Source: an optimization exercise on an open RTL-to-GDS flow (aim: small area, a short achievable clock period and few clock cycles per item). Production flows keep margins and buffers that such runs may drop. RTL that was checked went through simulation tests only; none was proved equivalent to the original.

## hilo_md_unit
module hilo_md_unit #(
    parameter int DATA_W    = 32,
    parameter int DIV_CNT_W = 6
) (
    input  logic              cpu_clk_50M,
    input  logic              cpu_rst_n,
    input  logic              flush_i,
    input  logic              op_valid_i,
    output logic              op_ready_o,
    input  logic [2:0]        op_i,
    input  logic              sign_i,
    input  logic [DATA_W-1:0] src_a_i,
    input  logic [DATA_W-1:0] src_b_i,
    output logic [DATA_W-1:0] hi_o,
    output logic [DATA_W-1:0] lo_o,
    output logic              done_o
);
For scale: roughly 6,100 cells after synthesis, roughly 230 flip-flops, roughly 140 I/O pins, about 48,000 um^2 of cells after synthesis.
clock: 14.0 ns
lec_check: 0
abc_area: 1
cap_margin: 20
core_margin: 2
core_utilization: 40
slew_margin: 20
standard.sh (not shown) runs the stock make flow with config.mk's settings and CLKGATE_MAP_FILE= SYNTH_SCRIPT=/design/flow/synth_recipe.tcl, a recipe that flattens the netlist after the stock synthesis.
==> flow/flow/run.sh <==
#!/bin/bash
set -euo pipefail
export SETUP_SLACK_MARGIN=6.5
export BUFFER_PORTS_ARGS="-buffer_cell sky130_fd_sc_hd__buf_4"
bash standard.sh finish > standard.log 2>&1
The baseline produced a clean layout.
Next try:
--- a/flow/design.v
+++ b/flow/design.v
@@ -780,18 +780,14 @@
     assign w_b_neg  = sign_i & src_b_i[DATA_W-1];
     assign w_a_ones = src_a_i ^ {DATA_W{w_a_neg}};
     assign w_b_ones = src_b_i ^ {DATA_W{w_b_neg}};
     assign w_a_mag  = w_a_ones + DATA_W'(w_a_neg);
     assign w_b_mag  = w_b_ones + DATA_W'(w_b_neg);
     assign w_b_zero = (src_b_i == '0);
-    logic [5:0]        w_a_lz, w_b_lz;
-    assign w_a_lz   = (w_a_neg & low_mask(w_a_ones)) ? lzc32({w_a_ones[DATA_W-2:0], 1'b1})
-                                                      : lzc32(w_a_ones);
-    assign w_b_lz   = (w_b_neg & low_mask(w_b_ones)) ? lzc32({w_b_ones[DATA_W-2:0], 1'b1})
-                                                      : lzc32(w_b_ones);
-    assign w_m      = 7'(bk_add({58'b0, w_a_lz}, {59'b0, ~w_b_lz[4:0]}, 1'b0));
+    assign w_m      = 7'd31 + {1'b0, lzc32(w_a_ones)} - {1'b0, lzc32(w_b_ones)}
+                      - 7'(w_a_neg & low_mask(w_a_ones)) + 7'(w_b_neg & low_mask(w_b_ones));
     assign w_div_quick = w_m[5];
     always_comb begin : skip3
         logic [c_w2:0] t;
         case (w_m[4:0])
             5'd0, 5'd1:            w_j = 4'd0;
             5'd2, 5'd3, 5'd4:      w_j = 4'd1;
The changed run went through all stages and came out clean.
Via count fell by 1.3%.
Final area goes down by about 4.6%.
Final cell count came out lower by about 2.5%.
Register-to-register slack is better by 0.07 ns.
Non-clock buffer count came out lower by 134.
Testbench counts after the change, summed over its fixed seeds: cycles 15,359, ops 12,000.
The RTL of the first run of this note was laid out without a check of its function.

---

hilo_md_unit, a different RTL version from the one above (not shown whole).
Size in the first run: roughly 6500 cells after synthesis, ~230 flip-flops, ~140 I/O pins.
export LEC_CHECK = 0
export ABC_AREA = 1
export CAP_MARGIN = 20
export CORE_MARGIN = 2
export CORE_UTILIZATION = 40
export SETUP_SLACK_MARGIN = 5
export SLEW_MARGIN = 20
create_clock -name core_clock -period 14.0 [get_ports {cpu_clk_50M}]
run.sh (not shown) runs the stock make flow with config.mk's settings and CLKGATE_MAP_FILE= SYNTH_SCRIPT=/design/flow/synth_recipe.tcl, a recipe that flattens the netlist after the stock synthesis.
Stock flow here: none of the scripts above is used.
The first run completed with no timing, DRC or antenna violations.
Testbench counts at the start, summed over its fixed seeds: cycles 14,682, ops 12,000.
Change:
--- a/flow/design.v
+++ b/flow/design.v
@@ -10,21 +10,21 @@
     output logic              op_ready_o,
     input  logic [2:0]        op_i,
     input  logic              sign_i,
     input  logic [DATA_W-1:0] src_a_i,
     input  logic [DATA_W-1:0] src_b_i,
     output logic [DATA_W-1:0] hi_o,
     output logic [DATA_W-1:0] lo_o,
     output logic              done_o
 );
     localparam int c_w2  = 2 * DATA_W;
-    localparam int DIV_K = 4;                        
+    localparam int DIV_K = 2;                        
     localparam logic [2:0] c_op_mthi = 3'd1;
     localparam logic [2:0] c_op_mtlo = 3'd2;
     localparam logic [2:0] c_op_mult = 3'd3;
     localparam logic [2:0] c_op_madd = 3'd4;
     localparam logic [2:0] c_op_msub = 3'd5;
     localparam logic [2:0] c_op_div  = 3'd6;
     function automatic logic [1:0] fa(input logic x, input logic y, input logic z);
         fa = {(x & y) | ((x ^ y) & z), (x ^ y) ^ z};
     endfunction
     function automatic logic [1:0] ha(input logic x, input logic y);
@@ -62,21 +62,21 @@
     function automatic logic low_mask(input logic [31:0] y);
         low_mask = ~|(y[31:1] & ~y[30:0]);
     endfunction
     logic                 busy_q;
     logic                 done_q;
     logic [c_w2-1:0]      hl_s_q, hl_c_q;   
     logic [DATA_W-1:0]    quo_q;            
     logic [DATA_W-1:0]    rem_q;
     logic [DATA_W-1:0]    dvs_q;
     logic                 qneg_q, rneg_q;
-    logic [2:0]           cnt_q;            
+    logic [3:0]           cnt_q;            
     logic [c_w2-1:0]      w_hl;
     always_comb begin : hl_cpa
         logic [c_w2-1:0] p, g, gg, pp;
         p  = hl_s_q ^ hl_c_q;
         g  = hl_s_q & hl_c_q;
         gg = g;
         pp = p;
         for (int d = 1; d < c_w2; d = d * 2) begin
             for (int i = 2 * d - 1; i < c_w2; i = i + 2 * d) begin
                 gg[i] = gg[i] | (pp[i] & gg[i-d]);
@@ -776,21 +776,21 @@
     assign w_a_neg  = sign_i & src_a_i[DATA_W-1];
     assign w_b_neg  = sign_i & src_b_i[DATA_W-1];
     assign w_a_ones = src_a_i ^ {DATA_W{w_a_neg}};
     assign w_b_ones = src_b_i ^ {DATA_W{w_b_neg}};
     assign w_a_mag  = w_a_ones + DATA_W'(w_a_neg);
     assign w_b_mag  = w_b_ones + DATA_W'(w_b_neg);
     assign w_b_zero = (src_b_i == '0);
     assign w_m      = 7'd31 + {1'b0, lzc32(w_a_ones)} - {1'b0, lzc32(w_b_ones)}
                       - 7'(w_a_neg & low_mask(w_a_ones)) + 7'(w_b_neg & low_mask(w_b_ones));
     assign w_div_quick = w_m[5];
-    assign w_skip   = {w_m[4:2], 2'b00};
+    assign w_skip   = {w_m[4:1], 1'b0};
     assign w_dvd_sh = {{DATA_W{1'b0}}, w_a_mag} << w_skip;
     logic [DATA_W-1:0] w_q_end, w_r_end;
     always_comb begin : div_steps
         logic [DATA_W:0]   sh, diff;
         logic [DATA_W-1:0] rem, quo;
         rem = rem_q;
         quo = quo_q;
         for (int k = 0; k < DIV_K; k++) begin
             sh   = {rem, quo[DATA_W-1]};
             diff = sh - {1'b0, dvs_q};
@@ -852,22 +852,22 @@
                     end
                     default: ;
                 endcase
             end
         end
     end
     always_ff @(posedge cpu_clk_50M) begin
         if (busy_q) begin
             rem_q <= w_r_end;
             quo_q <= w_q_end;
-            cnt_q <= cnt_q - 3'd1;
+            cnt_q <= cnt_q - 4'd1;
         end else begin
             rem_q  <= w_dvd_sh[c_w2-1:DATA_W];
             quo_q  <= w_dvd_sh[DATA_W-1:0];
             dvs_q  <= w_b_mag;
             qneg_q <= w_a_neg ^ w_b_neg;
             rneg_q <= w_a_neg;
-            cnt_q  <= ~w_m[4:2];
+            cnt_q  <= ~w_m[4:1];
         end
     end
 endmodule
 `default_nettype wire
Critical path depth stays the same.
Final cell count came out lower by 6.8%.
Worst hold slack gets better by 0.045 ns.
Routed wire length came out lower by about 7%.
Worst setup slack gets better by 0.098 ns.
For the second run of this note, only the layout was checked, not whether the RTL still works.

## port drivers added, routing unchanged
Ports are ideal in the flow. The routed layouts listed here were re-timed in OpenROAD.
Step 1, drivers: a clkbuf_16 drives cpu_clk_50M and a buf_2 each remaining input, both assumed.
Step 2 moves the port delays by t, midway between the first and last clock arrival at a register: inputs arrive t later, outputs are due t later. That takes back most of the time a late clock gives input paths.
Three values: ideal, step 1, step 2; two values: the first two.
run	t, ns	setup slack, ns	slew at the worst register clock pin (ns)
the first run of note 1	0.709	6.429 / 6.434 / 5.725	0.07 / 0.07
the second run of note 1	0.695	6.460 / 6.390 / 5.695	0.07 / 0.07
the first run of note 2	0.694	5.080 / 5.123 / 4.430	0.07 / 0.07
the second run of note 2	0.667	5.178 / 5.209 / 4.542	0.07 / 0.07
After both steps setup and hold are still met in every run listed. For the second run of note 1, which loses most, drivers alone change the setup slack by -0.070 ns; drivers and shift together by -0.765 ns.
